What follows belongs to an exercise in optimizing a design on an open flow for small area, a short achievable clock period and few clock cycles per item; a production flow would make more cautious choices.
The RTL was checked by simulation tests, not by an equivalence proof against the original design.

==> flow/design.v (excerpt) <==
module pan_tilt_pd_tracker (
	input  logic                                    clk,
	input  logic                                    arst_n,
	input  logic                                    cfg_we,
	input  logic [ptpd_pkg::CFG_IDX_BITS-1:0]       cfg_index,
	input  logic [ptpd_pkg::CFG_DATA_BITS-1:0]      cfg_data,
	input  logic                                    in_valid,
	output logic                                    in_ready,
	input  logic signed [ptpd_pkg::ERROR_BITS-1:0]  pan_pixel_error,
	input  logic signed [ptpd_pkg::ERROR_BITS-1:0]  tilt_pixel_error,
	input  logic                                    target_seen,
	input  logic [ptpd_pkg::AGE_BITS-1:0]           link_age_ms,
	input  logic                                    stop_press,
	output logic                                    out_valid,
	input  logic                                    out_ready,
	output logic [ptpd_pkg::PULSE_BITS-1:0]         pan_pulse_us,
  ...
clock: 11.0 ns
lec_check: 0
cap_margin: 20
core_margin: 2
core_utilization: 70
cts_buf_list: sky130_fd_sc_hd__clkbuf_4 sky130_fd_sc_hd__clkbuf_8
cts_cluster_size: 30
slew_margin: 20
setup_slack_margin: 6.6
standard.sh (not shown) runs the stock make flow with config.mk's settings and CLKGATE_MAP_FILE= SYNTH_SCRIPT=/design/flow/synth_recipe.tcl, a recipe that flattens the netlist after the stock synthesis.
==> flow/flow/run.sh <==
#!/bin/bash
set -euo pipefail
MARGIN=6.6
sed -i '/SETUP_SLACK_MARGIN/d' config.mk
echo "export SETUP_SLACK_MARGIN = ${MARGIN}" >> config.mk
bash standard.sh synth > synth.log 2>&1
R=orfs/results/${FLOW_PLATFORM}/pan_tilt_pd_tracker/base
cp $R/1_2_yosys.v yosys_netlist_orig.v
python3 flow/fapol.py yosys_netlist_orig.v $R/1_2_yosys.v > fapol.log 2>&1
rm -f $R/1_synth.odb $R/1_synth.sdc
bash standard.sh > standard.log 2>&1
Other scripts of this flow, unchanged in this note and not shown: flow/flow/fapol.py
Testbench counts at the start, summed over its fixed seeds: cycles 3,248, items 3,200.
Edit:
--- a/flow/design.v
+++ b/flow/design.v
@@ -60,26 +60,24 @@
 	logic [ND-1:0]   e_neg_q, e_one_q, e_two_q;
 	logic [ND-1:0]   p_neg_q, p_one_q, p_two_q;
 	logic [TB-1:0]   x1_q;
 	logic [TB-1:0]   y1_q;
 	logic            c1_q;
 	logic [AB-1:0]   angle_q;
-	logic [3:0]      vl3_q;
-	logic [8:0]      xv3_q, yv3_q;
+	logic [12:0]     xv3_q, yv3_q;
 	logic            cv3_q;
 	logic [DB-1:0]   deg3_q;
 	logic [11:0]     xp4_q, yp4_q;
 	logic            cp4_q;
 	logic            sat;
 	logic [ND-1:0]   e_neg, e_one, e_two;
 	logic [ND-1:0]   p_neg, p_one, p_two;
 	logic [TB-1:0]   x_now;
 	logic [TB-1:0]   y_now;
 	logic            c_now;
-	logic [3:0]      vl_now;
-	logic [8:0]      xv_now, yv_now;
+	logic [12:0]     xv_now, yv_now;
 	logic            cv_now;
 	logic [12:0]     v4;
 	logic [11:0]     xp_now, yp_now;
 	logic            cp_now;
 	assign sat = NEG && (err == {1'b1, {(EB-1){1'b0}}});
 	always_comb begin
@@ -188,27 +186,25 @@
 			angle_q <= a_new;
 		end
 	end
 	ptpd_conv1 u_conv1 (
 		.dg (angle_q[AB-1:FB]),
 		.fr (angle_q[FB-1:0]),
-		.s  (vl_now),
 		.xs (xv_now),
 		.ys (yv_now),
 		.c  (cv_now)
 	);
 	always_ff @(posedge clk) begin
 		if (en) begin
-			vl3_q  <= vl_now;
 			xv3_q  <= xv_now;
 			yv3_q  <= yv_now;
 			cv3_q  <= cv_now;
 			deg3_q <= angle_q[AB-1:FB];
 		end
 	end
-	assign v4 = {xv3_q + yv3_q + 9'(cv3_q), vl3_q};
+	assign v4 = xv3_q + yv3_q + 13'(cv3_q);
 	ptpd_conv2 u_conv2 (
 		.v  (v4),
 		.dg (deg3_q),
 		.xs (xp_now),
 		.ys (yp_now),
 		.c  (cp_now)
@@ -972,20 +968,19 @@
 	assign xs = tx[29:8];
 	assign ys = ty[29:8];
 endmodule
 module ptpd_conv1 (
 	input  logic [7:0] dg,
 	input  logic [15:0] fr,
-	output logic [3:0] s,
-	output logic [8:0] xs,
-	output logic [8:0] ys,
+	output logic [12:0] xs,
+	output logic [12:0] ys,
 	output logic c
 );
 	logic w0, w1, w2, w3, w4, w5, w6, w7, w8, w9, w10, w11, w12, w13, w14, w15, w16, w17, w18, w19, w20, w21, w22, w23, w24, w25, w26, w27, w28, w29, w30, w31, w32, w33, w34, w35, w36, w37, w38, w39, w40, w41, w42, w43, w44, w45, w46, w47, w48, w49, w50, w51, w52, w53, w54, w55, w56, w57, w58, w59, w60, w61, w62, w63, w64, w65, w66, w67, w68, w69, w70, w71, w72, w73, w74, w75, w76, w77, w78, w79, w80, w81, w82, w83, w84, w85, w86, w87, w88, w89, w90, w91, w92, w93, w94, w95, w96, w97, w98, w99, w100, w101, w102, w103, w104, w105, w106, w107, w108, w109, w110, w111, w112, w113, w114, w115, w116, w117, w118, w119, w120, w121, w122, w123, w124, w125, w126, w127, w128, w129, w130, w131, w132, w133, w134, w135, w136, w137, w138, w139, w140, w141, w142, w143, w144, w145, w146, w147, w148, w149, w150, w151, w152, w153, w154, w155, w156, w157, w158, w159, w160, w161, w162, w163, w164, w165, w166, w167, w168, w169, w170, w171, w172, w173, w174, w175, w176, w177, w178, w179, w180, w181, w182, w183, w184, w185, w186, w187, w188, w189, w190, w191, w192, w193, w194, w195, w196, w197, w198, w199, w200, w201, w202, w203, w204, w205, w206, w207, w208, w209, w210, w211, w212, w213, w214, w215, w216, w217, w218, w219, w220, w221, w222, w223, w224, w225, w226, w227, w228, w229, w230, w231, w232, w233, w234, w235, w236, w237, w238, w239, w240, w241, w242, w243, w244, w245, w246, w247, w248, w249, w250, w251, w252, w253, w254, w255, w256, w257, w258, w259, w260, w261, w262, w263, w264, w265, w266, w267, w268, w269, w270, w271, w272, w273, w274, w275, w276, w277, w278, w279, w280, w281, w282, w283, w284, w285, w286, w287, w288, w289, w290, w291, w292, w293, w294, w295, w296, w297, w298, w299;
 	logic [31:0] tx, ty;
-	logic [23:0] tl;
+	logic [19:0] tl;
 	assign w0 = ~dg[0];
 	assign w1 = ~dg[1];
 	assign w2 = ~dg[2];
 	assign w3 = ~dg[3];
 	assign w4 = ~dg[4];
 	assign w5 = ~dg[5];
@@ -1282,17 +1277,16 @@
 	assign w296 = w247 ^ dg[6] ^ fr[15];
 	assign w297 = (w247 & dg[6]) | (w247 & fr[15]) | (dg[6] & fr[15]);
 	assign w298 = dg[7] ^ 1'b1;
 	assign w299 = dg[7] & 1'b1;
 	assign tx = {w299, w297, w295, w293, w291, w289, w287, w285, w283, w281, w279, w277, w275, w273, w271, w269, w267, w265, w263, w261, w259, w257, w255, w253, w251, w249, w248, w20, w19, w18, w17, w16};
 	assign ty = {1'b1, w298, w296, w294, w292, w290, w288, w286, w284, w282, w280, w278, w276, w274, w272, w270, w268, w266, w264, w262, w260, w258, w256, w254, w252, w250, 1'b1, fr[1], fr[0], 1'b0, 1'b0, 1'b1};
-	assign tl = {1'b0, tx[22:0]} + {1'b0, ty[22:0]};
-	assign s  = tl[22:19];
-	assign c  = tl[23];
-	assign xs = tx[31:23];
-	assign ys = ty[31:23];
+	assign tl = {1'b0, tx[18:0]} + {1'b0, ty[18:0]};
+	assign c  = tl[19];
+	assign xs = tx[31:19];
+	assign ys = ty[31:19];
 endmodule
 module ptpd_conv2 (
 	input  logic [12:0] v,
 	input  logic [7:0] dg,
 	output logic [11:0] xs,
 	output logic [11:0] ys,
Outcome:
- area after synthesis rose by 1.2%
- global-route usage rose by 0.60 points
- wire length is higher by 2.1%
- via count goes up by 2.5%
- cell area is higher by 0.75%
- count of clock-buffer cells in the layout is higher by 6
- sequential cell count grows by 8
- core utilization hardly moves
- register-to-register slack barely changes
- non-clock buffer count went down by 13
Testbench counts after the change, summed over its fixed seeds: cycles 3,248, items 3,200.

==> separate check: timing with driven ports <==
The flow's constraints put no driver on any port. The routed layouts listed below were extracted and timed again, unchanged, in two steps.
Step 1 (the two cells are an assumption about what drives the block):
set clk [get_ports {clk}]
set_driving_cell -lib_cell sky130_fd_sc_hd__clkbuf_16 $clk
set_driving_cell -lib_cell sky130_fd_sc_hd__buf_2 [delete_from_list [all_inputs] $clk]
Step 2 also shifts input and output timing later by t, the mid clock arrival at the registers, as if the neighbouring blocks saw the same clock.
Slacks: ideal / step 1 / step 2; pairs: ideal / step 1.
run | t, ns | setup slack, ns | worst setup path at the end | latest minus earliest clock arrival (ns) | worst slew at a driven data input, ns
the first run | 0.770 | 6.550 / 6.550 / 6.006 | input to register | 0.045 / 0.044 | 0.07
the second run | 0.769 | 6.536 / 6.536 / 5.944 | input to register | 0.035 / 0.036 | 0.07
After both steps every run listed still meets setup and hold. The setup slack of the second run, which loses most, moves by 0.000 ns with the drivers and by -0.592 ns with both steps.
